This design comes from an exercise in tuning for small area on the open sky130 flow, not from production work.
Function was checked by simulation only, so behaviour that the tests miss may differ from the original.
Power and IR drop assume default switching activity.

the baseline:
Design dualPortMem, start of the top module:
module dualPortMem (
  input  logic                          WEb,
  input  logic                          rstN,
  input  logic                          pselA,
  input  logic                          penableA,
  input  logic                          pwriteA,
  input  logic [dpMemPkg::addrBits-1:0] paddrA,
  input  logic [dpMemPkg::dataBits-1:0] pwdataA,
  output logic [dpMemPkg::dataBits-1:0] prdataA,
  output logic                          preadyA,
  output logic                          pslverrA,
  input  logic                          pselB,
  input  logic                          penableB,
  input  logic                          pwriteB,
  input  logic [dpMemPkg::addrBits-1:0] paddrB,
  input  logic [dpMemPkg::dataBits-1:0] pwdataB,
  output logic [dpMemPkg::dataBits-1:0] prdataB,
  output logic                          preadyB,
  output logic                          pslverrB,
  output logic [dpMemPkg::cntBits-1:0]  collisionCount
);
Size in the first run: about 320 flip-flops, ~92 I/O pins.
clock: 5.0 ns
lec_check: 0
cap_margin: 20
core_margin: 2
core_utilization: 40
gpl_timing_driven: 0
place_density: 0.9
setup_slack_margin: 0.2
slew_margin: 20
standard.sh (not shown) runs the stock make flow with config.mk's settings and CLKGATE_MAP_FILE= SYNTH_SCRIPT=/design/flow/synth_recipe.tcl, a recipe that flattens the netlist after the stock synthesis.
==> flow/flow/run.sh <==
#!/bin/bash
# Own layout flow: the standard ORFS flow (standard.sh) with
#  - synthesis: the standard flow's synthesis script, with abc's combinational mapping script set to an
#    area-oriented one (flow/area.abc); flip-flops are mapped by dfflibmap before abc, unchanged
#  - port buffers: every input and output still gets a buffer, of the smallest size
#  - clock tree: larger sink clusters and no dummy loads
# The make output goes to flow_make.log here; each ORFS step keeps its own log in orfs/logs/.
set -euo pipefail
cd "$(dirname "$0")/.."
FLOWDIR=$PWD/flow
export OWN_ABC=$FLOWDIR/area.abc
bash standard.sh \
  "SYNTH_SCRIPT=$FLOWDIR/synth.tcl" \
  "BUFFER_PORTS_ARGS=-buffer_cell sky130_fd_sc_hd__buf_1" \
  "CTS_ARGS=-sink_clustering_enable -repair_clock_nets -dont_use_dummy_load -sink_clustering_size 30 -sink_clustering_max_diameter 100" \
  finish > flow_make.log 2>&1
==> flow/flow/area.abc <==
strash
dc2
dch -f
amap
topo
stime -c
buffer -c
upsize -c
dnsize -c
==> flow/flow/synth.tcl <==
# The standard synthesis script, with only the combinational mapping script of abc swapped
# for an area-oriented one; the flip-flops are mapped before abc runs and are left as they are
set ::own_abc_script $::env(OWN_ABC)
proc abc {args} {
  set i [lsearch -exact $args -script]
  if { $i >= 0 } {
    lset args [expr { $i + 1 }] $::own_abc_script
  }
  yosys abc {*}$args
}
proc synth {args} { yosys synth -nofsm -noshare {*}$args }
source $::env(SCRIPTS_DIR)/synth.tcl
# left out here: clear keep_hierarchy, flatten, clean up, hide names made inside functions, write 1_2_yosys.v
Input changes introduced in the candidate (baseline for comparison: the baseline):
--- a/flow/design.v
+++ b/flow/design.v
@@ -8,26 +8,25 @@
 module apbMemPort (
   input  logic                             WEb,
   input  logic                             rstN,
   input  logic                             psel,
   input  logic                             penable,
   input  logic                             pwrite,
   input  logic [dpMemPkg::addrBits-1:0]    paddr,
-  output logic                             setupSeen,    
   output logic                             rdSetupNow,   
   output logic                             rdAccessNow,  
   output logic                             wrNow,        
   output logic                             wrAccess,     
   output logic                             addrStable,
   output logic                             rdWait,       
   output logic                             rdBad,        
   output logic [dpMemPkg::addrBits-1:0]    setupAddr     
 );
   logic                          inAccess;
-  assign inAccess   = psel && penable && setupSeen;
+  assign inAccess   = psel && penable && !rdWait;
   assign addrStable = (paddr == setupAddr);
   assign wrAccess   = inAccess && pwrite;
   assign wrNow      = wrAccess && addrStable;
   assign rdSetupNow  = psel && !penable && !pwrite;
   assign rdAccessNow = inAccess && !pwrite;
   always_ff @(posedge WEb or negedge rstN)
   begin
@@ -38,15 +37,14 @@
     else
     begin
       rdWait <= rdAccessNow;
     end
   end
   always_ff @(posedge WEb)
   begin
-    setupSeen <= psel && !penable;
     setupAddr <= paddr;
     rdBad     <= !addrStable;
   end
 endmodule
 `timescale 1ns/1ps
 module memCore (
   input  logic                          WEb,
@@ -94,14 +92,15 @@
   logic                          rdPoison;
   logic [dpMemPkg::dataBits-1:0] capData;
   logic                          capPoison;
   logic                          capForA;
   logic                          capForB;
   logic                          useCapA;
   logic                          useCapB;
+  logic                          capOfA;
   logic                          counterFull;
   assign sameAddr   = (setupAddrA == setupAddrB);
   assign bothWrite  = wrNowA && wrNowB;
   assign bothAccess = wrAccessA && wrAccessB;
   assign collision  = bothWrite && sameAddr;
   always_ff @(posedge WEb or negedge rstN)
   begin
@@ -151,14 +150,16 @@
       if (wrSel[i])
       begin
         mem[i]    <= (clearing || collision) ? '0 : wrData;
         poison[i] <= !clearing && collision;
       end
     end
   end
+  assign useCapA = capOfA;
+  assign useCapB = !capOfA;
   assign liveA = rdWaitA && !useCapA;
   assign liveB = rdWaitB && !useCapB;
   assign selANext = (rdAccessNowA && !capForA) ||
                     (!(rdAccessNowB && !capForB) && rdSetupNowA);
   assign rdAddr = selA ? setupAddrA : setupAddrB;
   always_comb
   begin
@@ -173,16 +174,15 @@
   end
   assign capForA = selA && !liveA;
   assign capForB = !selA && !liveB;
   always_ff @(posedge WEb)
   begin
     capData   <= bothAccess ? pwdataB : rdWord;
     capPoison <= rdPoison;
-    useCapA   <= capForA;
-    useCapB   <= capForB;
+    capOfA    <= selA;
     selA      <= selANext;
   end
   assign rdErrA  = rdBadA || (useCapA ? capPoison : rdPoison);
   assign rdErrB  = rdBadB || (useCapB ? capPoison : rdPoison);
   assign rdDataA = rdBadA ? '0 : (useCapA ? capData : rdWord);
   assign rdDataB = rdBadB ? '0 : (useCapB ? capData : rdWord);
   assign counterFull = &collisionCount;
@@ -216,27 +216,26 @@
   input  logic [dpMemPkg::addrBits-1:0] paddrB,
   input  logic [dpMemPkg::dataBits-1:0] pwdataB,
   output logic [dpMemPkg::dataBits-1:0] prdataB,
   output logic                          preadyB,
   output logic                          pslverrB,
   output logic [dpMemPkg::cntBits-1:0]  collisionCount
 );
-  logic setupSeenA, wrNowA, wrAccessA, addrStableA, rdWaitA, rdBadA, rdErrA;
-  logic setupSeenB, wrNowB, wrAccessB, addrStableB, rdWaitB, rdBadB, rdErrB;
+  logic wrNowA, wrAccessA, addrStableA, rdWaitA, rdBadA, rdErrA;
+  logic wrNowB, wrAccessB, addrStableB, rdWaitB, rdBadB, rdErrB;
   logic collision;
   logic rdSetupNowA, rdAccessNowA, rdSetupNowB, rdAccessNowB;
   logic [dpMemPkg::addrBits-1:0] setupAddrA, setupAddrB;
   apbMemPort portA (
     .WEb        (WEb),
     .rstN       (rstN),
     .psel       (pselA),
     .penable    (penableA),
     .pwrite     (pwriteA),
     .paddr      (paddrA),
-    .setupSeen  (setupSeenA),
     .rdSetupNow (rdSetupNowA),
     .rdAccessNow(rdAccessNowA),
     .wrNow      (wrNowA),
     .wrAccess   (wrAccessA),
     .addrStable (addrStableA),
     .rdWait     (rdWaitA),
     .rdBad      (rdBadA),
@@ -245,15 +244,14 @@
   apbMemPort portB (
     .WEb        (WEb),
     .rstN       (rstN),
     .psel       (pselB),
     .penable    (penableB),
     .pwrite     (pwriteB),
     .paddr      (paddrB),
-    .setupSeen  (setupSeenB),
     .rdSetupNow (rdSetupNowB),
     .rdAccessNow(rdAccessNowB),
     .wrNow      (wrNowB),
     .wrAccess   (wrAccessB),
     .addrStable (addrStableB),
     .rdWait     (rdWaitB),
     .rdBad      (rdBadB),
## What came out
- The run showing the smaller met1 routed wirelength after detailed routing is the baseline.
- For the baseline, the slowest library cell on the worst path was sky130_fd_sc_hd__a222oi_1, unlike the candidate, where it was sky130_fd_sc_hd__nor3_4.
- Looking only at synthesized cell count, and setting everything else aside, the lower value of the candidate and the baseline goes to the baseline.
- The baseline → the candidate: combinational cell fraction of total power up 1.4 points, fraction of area in registers fell 0.38 points, multi-input combinational cell area now sits lower, met3 wirelength from detailed routing higher, global routing usage summed across all routing layers picked up an extra 3.3 points.
- From the baseline to the candidate the numbers moved as follows: post-route cell area about even, proportion of cell area spent on the clock network ~0 delta, total instance count after detailed placement went up about 0.8%.
- Looking at global-route wire length before repair, the candidate sits 8.2% above the baseline.
- Clock buffer count in the final layout came out exactly the same in the candidate and the baseline.
- The smallest setup slack after layout reported for the candidate is smaller than that of the baseline by 0.028 ns.

==> re-timing with driven ports <==
The results above use ideal ports. As a check the final layouts listed here were re-extracted and re-timed, cells and wires unchanged. Step 1: set_driving_cell puts a clkbuf_16 on WEb and a buf_2 on each other input, an assumption about the parent block. Step 2 also shifts input and output timing later by t, the mid clock arrival at the registers, as if the neighbouring blocks saw the same clock. Slacks: no drivers / after step 1 / after step 2; pairs: no drivers / after step 1.
run	t, ns	slack for setup (ns)	latest minus earliest clock arrival (ns)
the baseline	0.538	0.273 / 0.233 / 0.222	0.045 / 0.045
the candidate	0.536	0.245 / 0.207 / 0.410	0.031 / 0.031
After both steps every run listed still meets setup and hold. For the baseline, which loses most, drivers alone change the setup slack by -0.040 ns; drivers and shift together by -0.051 ns.
